This design comes from an exercise in tuning for small area on the open sky130 flow, not from production work.
RTL that was checked went through simulation tests only; none was proved equivalent to the original.

==> 03-10 <==
// alu_datapath
module alu_datapath (
	input  wire        clock,
	input  wire        rst_n,
	input  wire [31:0] bus,
	input  wire        y_in,
	input  wire        start,
	input  wire [3:0]  op,
	output wire [31:0] z_hi,
	output wire [31:0] z_lo,
	output reg         done,
	output wire        busy
);
	localparam [2:0] PH_IDLE = 3'd0;
	localparam [2:0] PH_PRE = 3'd4;
	localparam [2:0] PH_MAIN = 3'd1;
	localparam [2:0] PH_FIX1 = 3'd6;
	localparam [2:0] PH_FIX2 = 3'd7;
	localparam [2:0] PH_POST = 3'd3;
	localparam [2:0] PH_ZL = 3'd2;
	localparam [2:0] PH_SH = 3'd5;
	wire [31:0] y_q;
	reg [63:0] z_q;
	reg [2:0]  ph;
	reg [4:0]  cnt;
	wire [3:0]  op_q;
	reg [31:0] a;
	reg [31:0] q;
	wire [31:0] m;
	reg        c;
	reg        ys;
	assign z_hi = z_q[63:32];
	assign z_lo = z_q[31:0];
	assign busy = (ph != PH_IDLE);
	wire idle = (ph == PH_IDLE);
	wire p_pre  = (ph == PH_PRE);
	wire p_main = (ph == PH_MAIN);
	wire p_fix1 = (ph == PH_FIX1);
	wire p_fix2 = (ph == PH_FIX2);
	wire p_post = (ph == PH_POST);
	wire p_zl   = (ph == PH_ZL);
	wire p_sh   = (ph == PH_SH);
	wire cnt0  = (cnt == 5'd0);
	wire cnt31 = (cnt == 5'd31);
	wire o3 = op_q[3];
	wire o2 = op_q[2];
	wire o1 = op_q[1];
	wire o0 = op_q[0];
	wire o_mul  = ~o3 & o2 & o1 & ~o0;
	wire o_div  = ~o3 & o2 & o1 & o0;
	wire o_ldb  = ~o3 & ~o1;                        
	wire o_neg  = ~o3 & ~o2 & o1;                   
  ...
export LEC_CHECK = 0
export ABC_AREA = 1
export CAP_MARGIN = 0
export CORE_MARGIN = 2
export CORE_UTILIZATION = 55
export GPL_TIMING_DRIVEN = 0
export SLEW_MARGIN = 0
export SYNTH_HIERARCHICAL = 1
create_clock -name core_clock -period 13.0 [get_ports {clock}]
standard.sh (not shown) runs the stock make flow with config.mk's settings and CLKGATE_MAP_FILE= SYNTH_SCRIPT=/design/flow/synth_recipe.tcl, a recipe that flattens the netlist after the stock synthesis.
==> flow/flow/run.sh <==
#!/bin/bash
# The standard layout (standard.sh) with these changes:
#  - ABC maps the logic for area (&nf -a) instead of delay; timing is
#    repaired by OpenROAD later in the flow, as usual;
#  - every I/O port is buffered by the smallest buffer (buf_1);
#  - CTS inserts no dummy loads.
# Each tool's output goes to the ORFS logs under orfs/logs; this script's
# own output goes to run.log.
set -o pipefail
exec > run.log 2>&1
cp -r "$FLOW_HOME/scripts" ./scripts_area
printf '&get -n\n&st\n&dch -f\n&nf -a -R 1000\n&put\n' > ./scripts_area/abc_area.script
export SCRIPTS_DIR="$PWD/scripts_area"
export BUFFER_PORTS_ARGS="-buffer_cell sky130_fd_sc_hd__buf_1"
export CTS_ARGS="-sink_clustering_enable -repair_clock_nets -buf_list sky130_fd_sc_hd__clkbuf_8 -sink_clustering_size 16 -sink_clustering_max_diameter 60 -dont_use_dummy_load"
export REMOVE_ABC_BUFFERS=1
bash standard.sh
==> 12-27: changes against 03-10 <==
--- a/flow/design.v
+++ b/flow/design.v
@@ -57,20 +57,20 @@
 	localparam [2:0] PH_MAIN = 3'd1;
 	localparam [2:0] PH_FIX1 = 3'd6;
 	localparam [2:0] PH_FIX2 = 3'd7;
 	localparam [2:0] PH_POST = 3'd3;
 	localparam [2:0] PH_ZL = 3'd2;
 	localparam [2:0] PH_SH = 3'd5;
-	wire [31:0] y_q;
+	reg [31:0] y_q;
 	reg [63:0] z_q;
 	reg [2:0]  ph;
 	reg [4:0]  cnt;
-	wire [3:0]  op_q;
+	reg [3:0]  op_q;
 	reg [31:0] a;
 	reg [31:0] q;
-	wire [31:0] m;
+	reg [31:0] m;
 	reg        c;
 	reg        ys;
 	assign z_hi = z_q[63:32];
 	assign z_lo = z_q[31:0];
 	assign busy = (ph != PH_IDLE);
 	wire idle = (ph == PH_IDLE);
@@ -107,21 +107,14 @@
 	          p_fix2 ? (ys & nz) :
 	          (p_post & cnt31 & o_ldb);
 	wire inv = p_main ? (o0 ? dinv : (cnt0 & q[0])) :
 	           (p_fix1 | p_fix2) ? dinv :
 	           (p_pre & q[31]);
 	wire cin = inv & ~p_pre;
-	localparam integer SPL = 22;
-	wire b_one  = en ^ inv;
-	wire [31:0] bop;
-	genvar bi;
-	generate
-		for (bi = 0; bi < 32; bi = bi + 1) begin : g_bop
-			assign bop[bi] = m[bi] ? b_one : inv;
-		end
-	endgenerate
+	localparam integer SPL = 24;
+	wire [31:0] bop = (m & {32{en}}) ^ {32{inv}};
 	wire [31:0] s;
 	wire [31:0] u;
 	wire [32:0] cy;
 	wire [31:SPL] pp;
 	assign cy[0] = cin;
 	genvar gi;
@@ -164,22 +157,19 @@
 	wire q_rr = q_sr;
 	wire q_ll = q_sl;
 	wire [31:0] a_rsrc = {s32 & o_mul, s[31:1]};
 	wire [31:0] a_lsrc = {s[30:0], q[31]};
 	wire [31:0] a_nxt = ({32{a_sr}} & a_rsrc) | ({32{a_sl}} & a_lsrc) | ({32{a_su}} & s);
 	wire [31:0] q_nxt = ({32{q_ld}} & y_q) | ({32{q_rr}} & {f, q[31:1]}) | ({32{q_ll}} & {q[30:0], lfill});
-	hold_reg #(.W(36)) u_m (
-		.clock (clock),
-		.ld    (idle),
-		.ld_n  (busy),
-		.d     ({op, bus}),
-		.q     ({op_q, m})
-	);
 	always @(posedge clock) begin
 		a <= a_nxt;
 		q <= q_nxt;
+		if (idle) begin
+			m <= bus;
+			op_q <= op;
+		end
 	end
 	wire nq = m[31] | (ys & ~q[0]);
 	always @(posedge clock) begin
 		if (idle)
 			c <= i_c0;
 		else if (p_fix2)
@@ -225,55 +215,23 @@
 			zl <= 1'b0;
 		else
 			zl <= zl_next;
 	end
 	always @(posedge clock)
 		zln <= ~zl_next;
-	wire y_in_n = ~y_in;
-	hold_reg_ar #(.W(32)) u_y (
-		.clock (clock),
-		.rst_n (rst_n),
-		.ld    (y_in),
-		.ld_n  (y_in_n),
-		.d     (bus),
-		.q     (y_q)
-	);
+	always @(posedge clock or negedge rst_n) begin
+		if (!rst_n)
+			y_q <= 32'd0;
+		else if (y_in)
+			y_q <= bus;
+	end
 	always @(posedge clock or negedge rst_n) begin
 		if (!rst_n) begin
 			z_q <= 64'd0;
 			done <= 1'b0;
 		end else begin
 			done <= zl;
 			z_q <= ({64{zl}} & {a[31:0], q}) | ({64{zln}} & z_q);
 		end
 	end
 endmodule
-module hold_reg #(
-	parameter integer W = 1
-) (
-	input  wire         clock,
-	input  wire         ld,
-	input  wire         ld_n,
-	input  wire [W-1:0] d,
-	output reg  [W-1:0] q
-);
-	always @(posedge clock)
-		q <= ({W{ld}} & d) | ({W{ld_n}} & q);
-endmodule
-module hold_reg_ar #(
-	parameter integer W = 1
-) (
-	input  wire         clock,
-	input  wire         rst_n,
-	input  wire         ld,
-	input  wire         ld_n,
-	input  wire [W-1:0] d,
-	output reg  [W-1:0] q
-);
-	always @(posedge clock or negedge rst_n) begin
-		if (!rst_n)
-			q <= {W{1'b0}};
-		else
-			q <= ({W{ld}} & d) | ({W{ld_n}} & q);
-	end
-endmodule
 `default_nettype wire
--- a/flow/flow/run.sh
+++ b/flow/flow/run.sh
@@ -6,12 +6,12 @@
 #  - CTS inserts no dummy loads.
 # Each tool's output goes to the ORFS logs under orfs/logs; this script's
 # own output goes to run.log.
 set -o pipefail
 exec > run.log 2>&1
 cp -r "$FLOW_HOME/scripts" ./scripts_area
-printf '&get -n\n&st\n&dch -f\n&nf -a -R 1000\n&put\n' > ./scripts_area/abc_area.script
+printf '&get -n\n&st\n&dch\n&nf -a\n&put\n' > ./scripts_area/abc_area.script
 export SCRIPTS_DIR="$PWD/scripts_area"
 export BUFFER_PORTS_ARGS="-buffer_cell sky130_fd_sc_hd__buf_1"
 export CTS_ARGS="-sink_clustering_enable -repair_clock_nets -buf_list sky130_fd_sc_hd__clkbuf_8 -sink_clustering_size 16 -sink_clustering_max_diameter 60 -dont_use_dummy_load"
 export REMOVE_ABC_BUFFERS=1
 bash standard.sh
Settings changed: CORE_UTILIZATION 55 to 40, SYNTH_HIERARCHICAL 1 to unset.
==> results_dict.tcl <==
set metrics [dict create \
    cp_max_fo 10 \
    start_util_pct 55.63 \
    crit_required_ns 13.38 \
    setup_slack_ns 0.5325 \
    synthAdderAreaFrac_pct 8.275 \
    layout_min_cycle_time_ns 12.47 \
    nMultiInputCombCells 464 \
    drtIter0Drc 640 \
    ys.flop_type "dfxtp_1" \
    seq_share_pct 47.25 \
    outcome "complete, no violations" \
    r2r_setup_slack_ns 0.53 \
    grt_pass1_wl_um 34420 \
    timing.fmax_mhz 80.21 \
    gp_congestion 0.8984 \
]
# the run above: 03-10

==> results_dict.tcl <==
set metrics [dict create \
    synthAdderAreaFrac_pct 8.060 \
    ys.flop_type "dfrtp_1" \
    grt_pass1_wl_um 33860 \
    timing.fmax_mhz 80.02 \
    outcome "complete, no violations" \
    crit_required_ns 13.40 \
    nMultiInputCombCells 425 \
    seq_share_pct 49.05 \
    layout_min_cycle_time_ns 12.50 \
    top_usage_layer "met2" \
    cp_max_fo 11 \
    gp_congestion 0.8561 \
]
# the run above: 12-27

Function not checked in 03-10: the RTL went through the layout flow alone.

==> static timing again, ports no longer ideal <==
The flow's constraints put no driver on any port. The routed layouts listed below were extracted and timed again, unchanged, in two steps.
Step 1: set_driving_cell puts a clkbuf_16 on clock and a buf_2 on each other input, an assumption about the parent block.
Step 2 also shifts input and output timing later by t, the mid clock arrival at the registers, as if the neighbouring blocks saw the same clock.
Three values: no drivers, after step 1, after step 2; two values: the first two.
run | shift t [ns] | setup slack, ns | clock arrival spread, ns | worst data-port slew with drivers (ns)
03-10 | 0.533 | 0.533 / 0.533 / 0.533 | 0.060 / 0.060 | 0.05
12-27 | 0.530 | 0.503 / 0.503 / 0.503 | 0.045 / 0.045 | 0.06
After both steps setup and hold are still met in every run listed.
